Source: an optimization exercise on an open RTL-to-GDS flow (aim: small area). Production flows keep margins and buffers that such runs may drop. At most, simulation tests tie the RTL to the original design; equivalence was not proved.

==> trial 21 <==
==> flow/design.v <==
`timescale 1ns / 1ps
module flash_download_sequencer (
   input  logic        clock,
   input  logic        reset,
   input  logic        csr_valid,
   output logic        csr_ready,
   input  logic [2:0]  csr_index,
   input  logic [31:0] csr_data,
   input  logic        req_tvalid,
   output logic        req_tready,
   input  logic [31:0] req_tdata,   
   input  logic [10:0] req_tuser,   
   output logic        rsp_tvalid,
   input  logic        rsp_tready,
   output logic [71:0] rsp_tdata,
   output logic [2:0]  rsp_tuser    
);
   localparam logic [2:0] C_PROG    = 3'd0;
   localparam logic [2:0] C_UNL_OK  = 3'd1;
   localparam logic [2:0] C_UNL_BAD = 3'd2;
   localparam logic [2:0] C_SIZE    = 3'd3;
   localparam logic [2:0] C_XFER    = 3'd4;
   localparam logic [2:0] C_EXIT    = 3'd5;
   localparam logic [2:0] C_UNK     = 3'd6;
   localparam logic [2:0] S_IDLE = 3'd0;
   localparam logic [2:0] S_PROG = 3'd1;
   localparam logic [2:0] S_UNLK = 3'd2;
   localparam logic [2:0] S_DONE = 3'd3;
   localparam logic [2:0] S_EXIT = 3'd4;
   localparam logic [2:0] S_SZ0  = 3'd6;
   localparam logic [2:0] S_SZ1  = 3'd7;
   logic [10:0] program_id, unlock_id, size_id, transfer_id, exit_id;
   logic [31:0] unlock_key, image_base;
   assign csr_ready = 1'b1;
   logic [31:0] cdata;
   logic [6:0]  cwe;
   assign cdata = csr_data & {32{~reset}};
   always_comb begin
      for (int i = 0; i < 7; i++) cwe[i] = reset | (csr_valid & (csr_index == 3'(i)));
   end
   always_ff @(posedge clock) begin
      if (cwe[0]) program_id  <= {cdata[10:1], cdata[0] | reset};
      if (cwe[1]) unlock_id   <= {cdata[10:2], cdata[1] | reset, cdata[0]};
      if (cwe[2]) size_id     <= {cdata[10:2], cdata[1] | reset, cdata[0] | reset};
      if (cwe[3]) transfer_id <= {cdata[10:3], cdata[2] | reset, cdata[1:0]};
      if (cwe[4]) exit_id     <= {cdata[10:3], cdata[2] | reset, cdata[1], cdata[0] | reset};
      if (cwe[5]) unlock_key  <= cdata;
      if (cwe[6]) image_base  <= cdata;
   end
   logic [2:0] push_code;
   always_comb begin
      if (req_tuser == program_id)       push_code = C_PROG;
      else if (req_tuser == unlock_id)   push_code = (req_tdata == unlock_key) ? C_UNL_OK
                                                                               : C_UNL_BAD;
      else if (req_tuser == size_id)     push_code = C_SIZE;
      else if (req_tuser == transfer_id) push_code = C_XFER;
      else if (req_tuser == exit_id)     push_code = C_EXIT;
      else                               push_code = C_UNK;
   end
   logic [31:0] q_data [4];
   logic [2:0]  q_code [4];
   logic [1:0]  wr_ptr, rd_ptr;
   logic        q_full;
   logic        q_empty;
   logic        push, pop;
   assign q_empty    = (wr_ptr == rd_ptr) & ~q_full;
   assign req_tready = ~q_full;
   assign push       = req_tvalid & ~q_full;
   always_ff @(posedge clock) begin
      if (reset) begin
         wr_ptr <= '0;
         rd_ptr <= '0;
         q_full <= 1'b0;
      end else begin
         if (push) wr_ptr <= wr_ptr + 2'd1;
         if (pop)  rd_ptr <= rd_ptr + 2'd1;
         if (push & ~pop)      q_full <= (wr_ptr + 2'd1 == rd_ptr);
         else if (pop & ~push) q_full <= 1'b0;
      end
   end
   always_ff @(posedge clock) begin
      if (push) begin
         q_data[wr_ptr] <= req_tdata;
         q_code[wr_ptr] <= push_code;
      end
   end
   logic [31:0] h_data;
   logic [2:0]  h_code;
   assign h_data = q_data[rd_ptr];
   assign h_code = q_code[rd_ptr];
   logic [2:0]  stage;
   logic [31:0] addr;        
   logic [7:0]  wip;         
   logic [29:0] rem_q;       
   logic        rem_nz;      
   logic        r_valid;
   logic        r_neg, r_none, r_wv, r_commit, r_launch;
   logic [31:0] r_data;
   logic        exec;
   logic        sized;
   logic        last;
   assign exec  = ~q_empty & (~r_valid | rsp_tready);
   assign pop   = exec;
   assign sized = (stage[2:1] == 2'b11);
   assign last  = (rem_q == 30'd0) | ((rem_q == 30'd1) & ~rem_nz);
   always_ff @(posedge clock) begin
      if (reset) begin
         stage   <= S_IDLE;
         r_valid <= 1'b0;
      end else begin
         if (exec | rsp_tready) r_valid <= exec;
         if (exec) begin
            case (h_code)
               C_PROG:    stage <= (stage == S_IDLE) ? S_PROG : S_IDLE;
               C_UNL_OK:  stage <= (stage == S_PROG) ? S_UNLK : S_IDLE;
               C_UNL_BAD: stage <= S_IDLE;
               C_SIZE:    if (stage == S_UNLK) stage <= S_SZ0;
               C_XFER:    if (sized) stage <= last ? S_DONE : S_SZ1;
               C_EXIT:    if (stage == S_DONE) stage <= S_EXIT;
               default: ;
            endcase
         end
      end
   end
   always_ff @(posedge clock) begin
      if (exec) begin
         r_neg    <= 1'b1;
         r_none   <= 1'b0;
         r_wv     <= 1'b0;
         r_commit <= 1'b0;
         r_launch <= 1'b0;
         case (h_code)
            C_PROG: begin
               if (stage == S_IDLE) begin
                  r_neg <= 1'b0;
                  addr  <= image_base;
                  wip   <= '0;
               end
            end
            C_UNL_OK: begin
               if (stage == S_PROG) r_neg <= 1'b0;
            end
            C_SIZE: begin
               if (stage == S_UNLK) begin
                  r_neg  <= 1'b0;
                  rem_q  <= h_data[31:2];
                  rem_nz <= |h_data[1:0];
               end
            end
            C_XFER: begin
               if (sized) begin
                  r_neg    <= 1'b0;
                  r_wv     <= 1'b1;
                  r_data   <= h_data;
                  r_commit <= &wip;
                  addr     <= addr + {29'd0, stage[0], 2'b00};
                  wip      <= wip + 8'd1;
                  rem_q    <= rem_q - 30'd1;
               end
            end
            C_EXIT: begin
               if (stage == S_DONE) begin
                  r_neg    <= 1'b0;
                  r_launch <= 1'b1;
               end
            end
            C_UNL_BAD: ;
            default: begin
               r_neg  <= 1'b0;
               r_none <= 1'b1;
            end
         endcase
      end
   end
   assign rsp_tvalid = r_valid;
   assign rsp_tdata  = {6'b0, r_launch, r_commit,
                        r_data & {32{r_wv}}, addr & {32{r_wv}}};
   assign rsp_tuser  = {r_wv, r_none, r_neg};
endmodule
==> flow/run.sh <==
#!/bin/bash
# synth_recipe.tcl (not shown) runs the flow's synth.tcl, then flattens the netlist and writes it again
# the make line also repeats each setting of config.mk as NAME=value (left out here)
make -C /OpenROAD-flow-scripts/flow DESIGN_CONFIG=/design/flow/config.mk WORK_HOME=/design/flow/orfs CLKGATE_MAP_FILE= SYNTH_SCRIPT=/design/flow/synth_recipe.tcl finish
==> flow/config.mk <==
export PLATFORM = sky130hd
export DESIGN_NAME = flash_download_sequencer
export DESIGN_NICKNAME = flash_download_sequencer
export VERILOG_FILES = /design/flow/design.v
export SDC_FILE = /design/flow/constraint.sdc
export NUM_CORES = 4
export LEC_CHECK = 0
export CAP_MARGIN = 20
export CORE_MARGIN = 2
export CORE_UTILIZATION = 40
export CTS_BUF_LIST = sky130_fd_sc_hd__clkbuf_4
export CTS_CLUSTER_DIAMETER = 40
export CTS_CLUSTER_SIZE = 12
export SLEW_MARGIN = 20
==> flow/constraint.sdc <==
create_clock -name core_clock -period 4.0 [get_ports {clock}]
set_input_delay 0.8000 -clock core_clock [delete_from_list [all_inputs] [get_ports {clock}]]
set_output_delay 0.8000 -clock core_clock [all_outputs]
set_load 0.01 [all_outputs]
==> inputs of build 28, as changes to trial 21 <==
--- a/flow/design.v
+++ b/flow/design.v
@@ -31,2 +31,7 @@
    localparam logic [2:0] S_SZ1  = 3'd7;
+   localparam logic [2:0] R_POS    = 3'b000;
+   localparam logic [2:0] R_NEG    = 3'b001;
+   localparam logic [2:0] R_NONE   = 3'b010;
+   localparam logic [2:0] R_LAUNCH = 3'b011;
+   localparam logic [2:0] R_WRITE  = 3'b100;
    logic [10:0] program_id, unlock_id, size_id, transfer_id, exit_id;
@@ -91,3 +96,3 @@
    logic [2:0]  stage;
-   logic [31:0] addr;        
+   logic [31:0] addr_n;      
    logic [7:0]  wip;         
@@ -96,3 +101,3 @@
    logic        r_valid;
-   logic        r_neg, r_none, r_wv, r_commit, r_launch;
+   logic [2:0]  r_code;
    logic [31:0] r_data;
@@ -105,2 +110,23 @@
    assign last  = (rem_q == 30'd0) | ((rem_q == 30'd1) & ~rem_nz);
+   logic [29:0] addr_n_dec;
+   logic [29:0] rem_dec;
+   logic [7:0]  wip_inc;
+   always_comb begin
+      logic c;
+      c = stage[0];
+      for (int i = 0; i < 30; i++) begin
+         addr_n_dec[i] = addr_n[i+2] ^ c;
+         c             = addr_n[i+2] & c;
+      end
+      c = 1'b1;
+      for (int i = 0; i < 30; i++) begin
+         rem_dec[i] = rem_q[i] ^ c;
+         c          = ~rem_q[i] & c;
+      end
+      c = 1'b1;
+      for (int i = 0; i < 8; i++) begin
+         wip_inc[i] = wip[i] ^ c;
+         c          = wip[i] & c;
+      end
+   end
    always_ff @(posedge clock) begin
@@ -126,7 +152,3 @@
       if (exec) begin
-         r_neg    <= 1'b1;
-         r_none   <= 1'b0;
-         r_wv     <= 1'b0;
-         r_commit <= 1'b0;
-         r_launch <= 1'b0;
+         r_code <= R_NEG;
          case (h_code)
@@ -134,5 +156,5 @@
                if (stage == S_IDLE) begin
-                  r_neg <= 1'b0;
-                  addr  <= image_base;
-                  wip   <= '0;
+                  r_code <= R_POS;
+                  addr_n <= image_base;
+                  wip    <= '0;
                end
@@ -140,3 +162,3 @@
             C_UNL_OK: begin
-               if (stage == S_PROG) r_neg <= 1'b0;
+               if (stage == S_PROG) r_code <= R_POS;
             end
@@ -144,3 +166,3 @@
                if (stage == S_UNLK) begin
-                  r_neg  <= 1'b0;
+                  r_code <= R_POS;
                   rem_q  <= h_data[31:2];
@@ -151,9 +173,7 @@
                if (sized) begin
-                  r_neg    <= 1'b0;
-                  r_wv     <= 1'b1;
-                  r_data   <= h_data;
-                  r_commit <= &wip;
-                  addr     <= addr + {29'd0, stage[0], 2'b00};
-                  wip      <= wip + 8'd1;
-                  rem_q    <= rem_q - 30'd1;
+                  r_code <= {R_WRITE[2:1], &wip};
+                  r_data <= h_data;
+                  addr_n <= {addr_n_dec, addr_n[1:0]};
+                  wip    <= wip_inc;
+                  rem_q  <= rem_dec;
                end
@@ -161,12 +181,6 @@
             C_EXIT: begin
-               if (stage == S_DONE) begin
-                  r_neg    <= 1'b0;
-                  r_launch <= 1'b1;
-               end
+               if (stage == S_DONE) r_code <= R_LAUNCH;
             end
             C_UNL_BAD: ;
-            default: begin
-               r_neg  <= 1'b0;
-               r_none <= 1'b1;
-            end
+            default: r_code <= R_NONE;
          endcase
@@ -174,6 +188,13 @@
    end
+   logic r_wv;
+   assign r_wv = r_code[2];
    assign rsp_tvalid = r_valid;
-   assign rsp_tdata  = {6'b0, r_launch, r_commit,
-                        r_data & {32{r_wv}}, addr & {32{r_wv}}};
-   assign rsp_tuser  = {r_wv, r_none, r_neg};
+   assign rsp_tdata  = {6'b0,
+                        ~r_wv & r_code[1] & r_code[0],           
+                        r_wv & r_code[0],                        
+                        r_data & {32{r_wv}},
+                        addr_n & {32{r_wv}}};
+   assign rsp_tuser  = {r_wv,
+                        ~r_wv & r_code[1] & ~r_code[0],          
+                        ~r_wv & ~r_code[1] & r_code[0]};         
 endmodule
==> flow/flow/run.sh (new file) <==
#!/bin/bash
# Standard ORFS layout (the standard.sh) with these changes:
#  - after the floorplan, OpenROAD's restructure re-maps the combinational
#    logic for area (registers, ports and the power grid are untouched);
#  - the port buffers use the smallest buffer cell;
#  - clock tree synthesis inserts no dummy loads and uses clkbuf_8 with
#    larger sink clusters.
# Each tool's output goes to a log file of its own in this folder.
set -euo pipefail
export BUFFER_PORTS_ARGS="-buffer_cell sky130_fd_sc_hd__buf_1"
export CTS_ARGS="-sink_clustering_enable -repair_clock_nets -dont_use_dummy_load -buf_list sky130_fd_sc_hd__clkbuf_8 -sink_clustering_size 20 -sink_clustering_max_diameter 60"
here=$(pwd)
export RMP_WORK="$here"
bash standard.sh floorplan > flow_1_floorplan.log 2>&1
mkdir -p "$here/rmp"
openroad -no_init -exit -log "$here/flow_2_restructure.log" "$here/flow/restructure.tcl" \
   > /dev/null 2>&1 || { tail -20 "$here/flow_2_restructure.log"; exit 1; }
bash standard.sh > flow_3_finish.log 2>&1
==> flow/flow/restructure.tcl (new file) <==
# Re-map the floorplanned design's combinational logic for area.
set res [glob $::env(RMP_WORK)/orfs/results/*/flash_download_sequencer/base]
set lib [glob $::env(FLOW_HOME)/platforms/$::env(FLOW_PLATFORM)/lib/sky130_fd_sc_hd__tt_025C_1v80.lib]
read_db $res/2_floorplan.odb
read_liberty $lib
read_sdc $res/2_floorplan.sdc
source $::env(FLOW_HOME)/platforms/$::env(FLOW_PLATFORM)/setRC.tcl
set_dont_use {sky130_fd_sc_hd__probe_p_8 sky130_fd_sc_hd__probec_p_8 sky130_fd_sc_hd__lpflow_*}
report_design_area
cd $::env(RMP_WORK)/rmp
restructure -target area -liberty_file $lib \
   -tielo_port sky130_fd_sc_hd__conb_1/LO -tiehi_port sky130_fd_sc_hd__conb_1/HI \
   -work_dir . -abc_logfile abc.log
report_design_area
write_db $res/2_floorplan.odb
==> flow/standard.sh (new file) <==
#!/bin/bash
# synth_recipe.tcl (not shown) runs the flow's synth.tcl, then flattens the netlist and writes it again
# the make line also repeats each setting of config.mk as NAME=value (left out here)
make -C /OpenROAD-flow-scripts/flow DESIGN_CONFIG=/design/flow/config.mk WORK_HOME=/design/flow/orfs CLKGATE_MAP_FILE= SYNTH_SCRIPT=/design/flow/synth_recipe.tcl "${@:-finish}"
CTS_BUF_LIST = unset   (was sky130_fd_sc_hd__clkbuf_4)
CTS_CLUSTER_DIAMETER = unset   (was 40)
CTS_CLUSTER_SIZE = unset   (was 12)
removed: flow/run.sh
==> inputs of build 33, as changes to trial 21 <==
--- a/flow/design.v
+++ b/flow/design.v
@@ -31,2 +31,7 @@
    localparam logic [2:0] S_SZ1  = 3'd7;
+   localparam logic [2:0] R_POS    = 3'b000;
+   localparam logic [2:0] R_NEG    = 3'b001;
+   localparam logic [2:0] R_NONE   = 3'b010;
+   localparam logic [2:0] R_LAUNCH = 3'b011;
+   localparam logic [2:0] R_WRITE  = 3'b100;
    logic [10:0] program_id, unlock_id, size_id, transfer_id, exit_id;
@@ -88,6 +93,14 @@
    logic [2:0]  h_code;
-   assign h_data = q_data[rd_ptr];
-   assign h_code = q_code[rd_ptr];
+   logic [3:0]  rd_sel;
+   always_comb begin
+      for (int i = 0; i < 4; i++) rd_sel[i] = (rd_ptr == 2'(i));
+      h_data = '0;
+      h_code = '0;
+      for (int i = 0; i < 4; i++) begin
+         h_data = h_data | (q_data[i] & {32{rd_sel[i]}});
+         h_code = h_code | (q_code[i] & {3{rd_sel[i]}});
+      end
+   end
    logic [2:0]  stage;
-   logic [31:0] addr;        
+   logic [31:0] addr_q;      
    logic [7:0]  wip;         
@@ -96,3 +109,3 @@
    logic        r_valid;
-   logic        r_neg, r_none, r_wv, r_commit, r_launch;
+   logic [2:0]  r_code;
    logic [31:0] r_data;
@@ -105,2 +118,34 @@
    assign last  = (rem_q == 30'd0) | ((rem_q == 30'd1) & ~rem_nz);
+   logic [29:0] addr_inc;
+   logic [29:0] rem_dec;
+   logic [7:0]  wip_inc;
+   logic [29:0] rem_q_n;
+   assign rem_q_n = ~rem_q;
+   always_comb begin
+      logic c;
+      logic [5:0] blk_a, blk_r;
+      for (int b = 0; b < 6; b++) begin
+         blk_a[b] = &addr_q[b*5+2 +: 5];
+         blk_r[b] = &rem_q_n[b*5 +: 5];
+      end
+      for (int b = 0; b < 6; b++) begin
+         c = stage[0];
+         for (int j = 0; j < b; j++) c = c & blk_a[j];
+         for (int i = b*5; i < b*5+5; i++) begin
+            addr_inc[i] = addr_q[i+2] ^ c;
+            c             = addr_q[i+2] & c;
+         end
+         c = 1'b1;
+         for (int j = 0; j < b; j++) c = c & blk_r[j];
+         for (int i = b*5; i < b*5+5; i++) begin
+            rem_dec[i] = rem_q[i] ^ c;
+            c          = rem_q_n[i] & c;
+         end
+      end
+      c = 1'b1;
+      for (int i = 0; i < 8; i++) begin
+         wip_inc[i] = wip[i] ^ c;
+         c          = wip[i] & c;
+      end
+   end
    always_ff @(posedge clock) begin
@@ -126,7 +171,3 @@
       if (exec) begin
-         r_neg    <= 1'b1;
-         r_none   <= 1'b0;
-         r_wv     <= 1'b0;
-         r_commit <= 1'b0;
-         r_launch <= 1'b0;
+         r_code <= R_NEG;
          case (h_code)
@@ -134,5 +175,5 @@
                if (stage == S_IDLE) begin
-                  r_neg <= 1'b0;
-                  addr  <= image_base;
-                  wip   <= '0;
+                  r_code <= R_POS;
+                  addr_q <= image_base;
+                  wip    <= '0;
                end
@@ -140,3 +181,3 @@
             C_UNL_OK: begin
-               if (stage == S_PROG) r_neg <= 1'b0;
+               if (stage == S_PROG) r_code <= R_POS;
             end
@@ -144,3 +185,3 @@
                if (stage == S_UNLK) begin
-                  r_neg  <= 1'b0;
+                  r_code <= R_POS;
                   rem_q  <= h_data[31:2];
@@ -151,9 +192,7 @@
                if (sized) begin
-                  r_neg    <= 1'b0;
-                  r_wv     <= 1'b1;
-                  r_data   <= h_data;
-                  r_commit <= &wip;
-                  addr     <= addr + {29'd0, stage[0], 2'b00};
-                  wip      <= wip + 8'd1;
-                  rem_q    <= rem_q - 30'd1;
+                  r_code <= {R_WRITE[2:1], &wip};
+                  r_data <= h_data;
+                  addr_q <= {addr_inc, addr_q[1:0]};
+                  wip    <= wip_inc;
+                  rem_q  <= rem_dec;
                end
@@ -161,12 +200,6 @@
             C_EXIT: begin
-               if (stage == S_DONE) begin
-                  r_neg    <= 1'b0;
-                  r_launch <= 1'b1;
-               end
+               if (stage == S_DONE) r_code <= R_LAUNCH;
             end
             C_UNL_BAD: ;
-            default: begin
-               r_neg  <= 1'b0;
-               r_none <= 1'b1;
-            end
+            default: r_code <= R_NONE;
          endcase
@@ -174,6 +207,13 @@
    end
+   logic r_wv;
+   assign r_wv = r_code[2];
    assign rsp_tvalid = r_valid;
-   assign rsp_tdata  = {6'b0, r_launch, r_commit,
-                        r_data & {32{r_wv}}, addr & {32{r_wv}}};
-   assign rsp_tuser  = {r_wv, r_none, r_neg};
+   assign rsp_tdata  = {6'b0,
+                        ~r_wv & r_code[1] & r_code[0],           
+                        r_wv & r_code[0],                        
+                        r_data & {32{r_wv}},
+                        addr_q & {32{r_wv}}};
+   assign rsp_tuser  = {r_wv,
+                        ~r_wv & r_code[1] & ~r_code[0],          
+                        ~r_wv & ~r_code[1] & r_code[0]};         
 endmodule
==> flow/flow/run.sh (new file) <==
#!/bin/bash
# Standard ORFS layout with two changes: the port buffers use the smallest
# buffer cell, and clock tree synthesis inserts no dummy loads and uses
# clkbuf_8 with larger sink clusters.
set -euo pipefail
export BUFFER_PORTS_ARGS="-buffer_cell sky130_fd_sc_hd__buf_1"
export CTS_ARGS="-sink_clustering_enable -repair_clock_nets -dont_use_dummy_load -buf_list sky130_fd_sc_hd__clkbuf_8 -sink_clustering_size 20 -sink_clustering_max_diameter 70"
bash standard.sh > standard_flow.log 2>&1
==> flow/standard.sh (new file) <==
#!/bin/bash
# synth_recipe.tcl (not shown) runs the flow's synth.tcl, then flattens the netlist and writes it again
# the make line also repeats each setting of config.mk as NAME=value (left out here)
make -C /OpenROAD-flow-scripts/flow DESIGN_CONFIG=/design/flow/config.mk WORK_HOME=/design/flow/orfs CLKGATE_MAP_FILE= SYNTH_SCRIPT=/design/flow/synth_recipe.tcl "${@:-finish}"
CAP_MARGIN = 5   (was 20)
CORE_UTILIZATION = 72   (was 40)
CTS_BUF_LIST = unset   (was sky130_fd_sc_hd__clkbuf_4)
CTS_CLUSTER_DIAMETER = unset   (was 40)
CTS_CLUSTER_SIZE = unset   (was 12)
PLACE_DENSITY = 0.85   (was unset)
SLEW_MARGIN = 5   (was 20)
removed: flow/run.sh
==> run notes <==
Area of combinational cells with multiple inputs: trial 21 0.00483 mm²; build 33 0.00462 mm²; build 28 0.00428 mm²
Launch point of the worst reg-to-reg path: trial 21 -; build 33 rd_ptr[1]; build 28 rem_q[3]
Crit. Startpoint: trial 21 r_wv; build 33 r_code[2]; build 28 rem_q[3]
Final period util: trial 21 77.6%; build 33 78.6%; build 28 108%
Post-CTS setup buffer count: trial 21 0; build 33 0; build 28 105
Number of buffers and inverters on the critical path: trial 21 2; build 33 2; build 28 6
Nature of the critical path endpoint: trial 21 primary output; build 33 primary output; build 28 register
Unrepaired setup endpoints after global routing: trial 21 false; build 33 false; build 28 true
Status: trial 21 finished clean; build 33 finished clean; build 28 failed layout checks
Layout check failures: trial 21 -; build 33 -; build 28 setup timing
Wire length on met2: trial 21 17400 µm; build 33 17000 µm; build 28 20000 µm
Number of buffers inserted during clock tree synthesis: trial 21 49; build 33 22; build 28 30
Number of cells on the critical path: trial 21 3; build 33 3; build 28 26
Met3 usage: trial 21 3.03%; build 33 3.30%; build 28 2.93%
Timing endpoint of the critical path: trial 21 rsp_tdata[2]; build 33 rsp_tdata[61]; build 28 rem_q[25]
Post-route met1 wirelength: trial 21 17500 µm; build 33 13300 µm; build 28 18000 µm
Crit path DAT: trial 21 2.31 ns; build 33 2.35 ns; build 28 4.66 ns
Function not checked in build 28: the RTL went through the layout flow alone.

[afterwards: timing with drivers on the ports]
In the flow no input, the clock included, has a driving cell. The finished layouts below were timed again as built, in two steps. Step 1: set_driving_cell puts a clkbuf_16 on clock and a buf_2 on each other input, an assumption about the parent block. Step 2 times the ports against the registers' clock, not the clock port: input delays grow and output delays shrink by t, the midpoint of the rising clock arrivals with the driver on. Slacks: ideal ports / drivers / drivers and shift; pairs: ideal ports / drivers.
run	shift t [ns]	setup WS [ns]	slew at the worst register clock pin (ns)	worst slew at a driven data input, ns
trial 21	0.766	0.894 / 0.844 / 0.515	0.12 / 0.12	0.08
build 28	0.629	-0.320 / -0.320 / -0.320	0.12 / 0.12	0.09
build 33	0.593	0.854 / 0.811 / 0.866	0.12 / 0.12	0.09
The setup slack of trial 21, which loses most, moves by -0.050 ns with the drivers and by -0.379 ns with both steps.
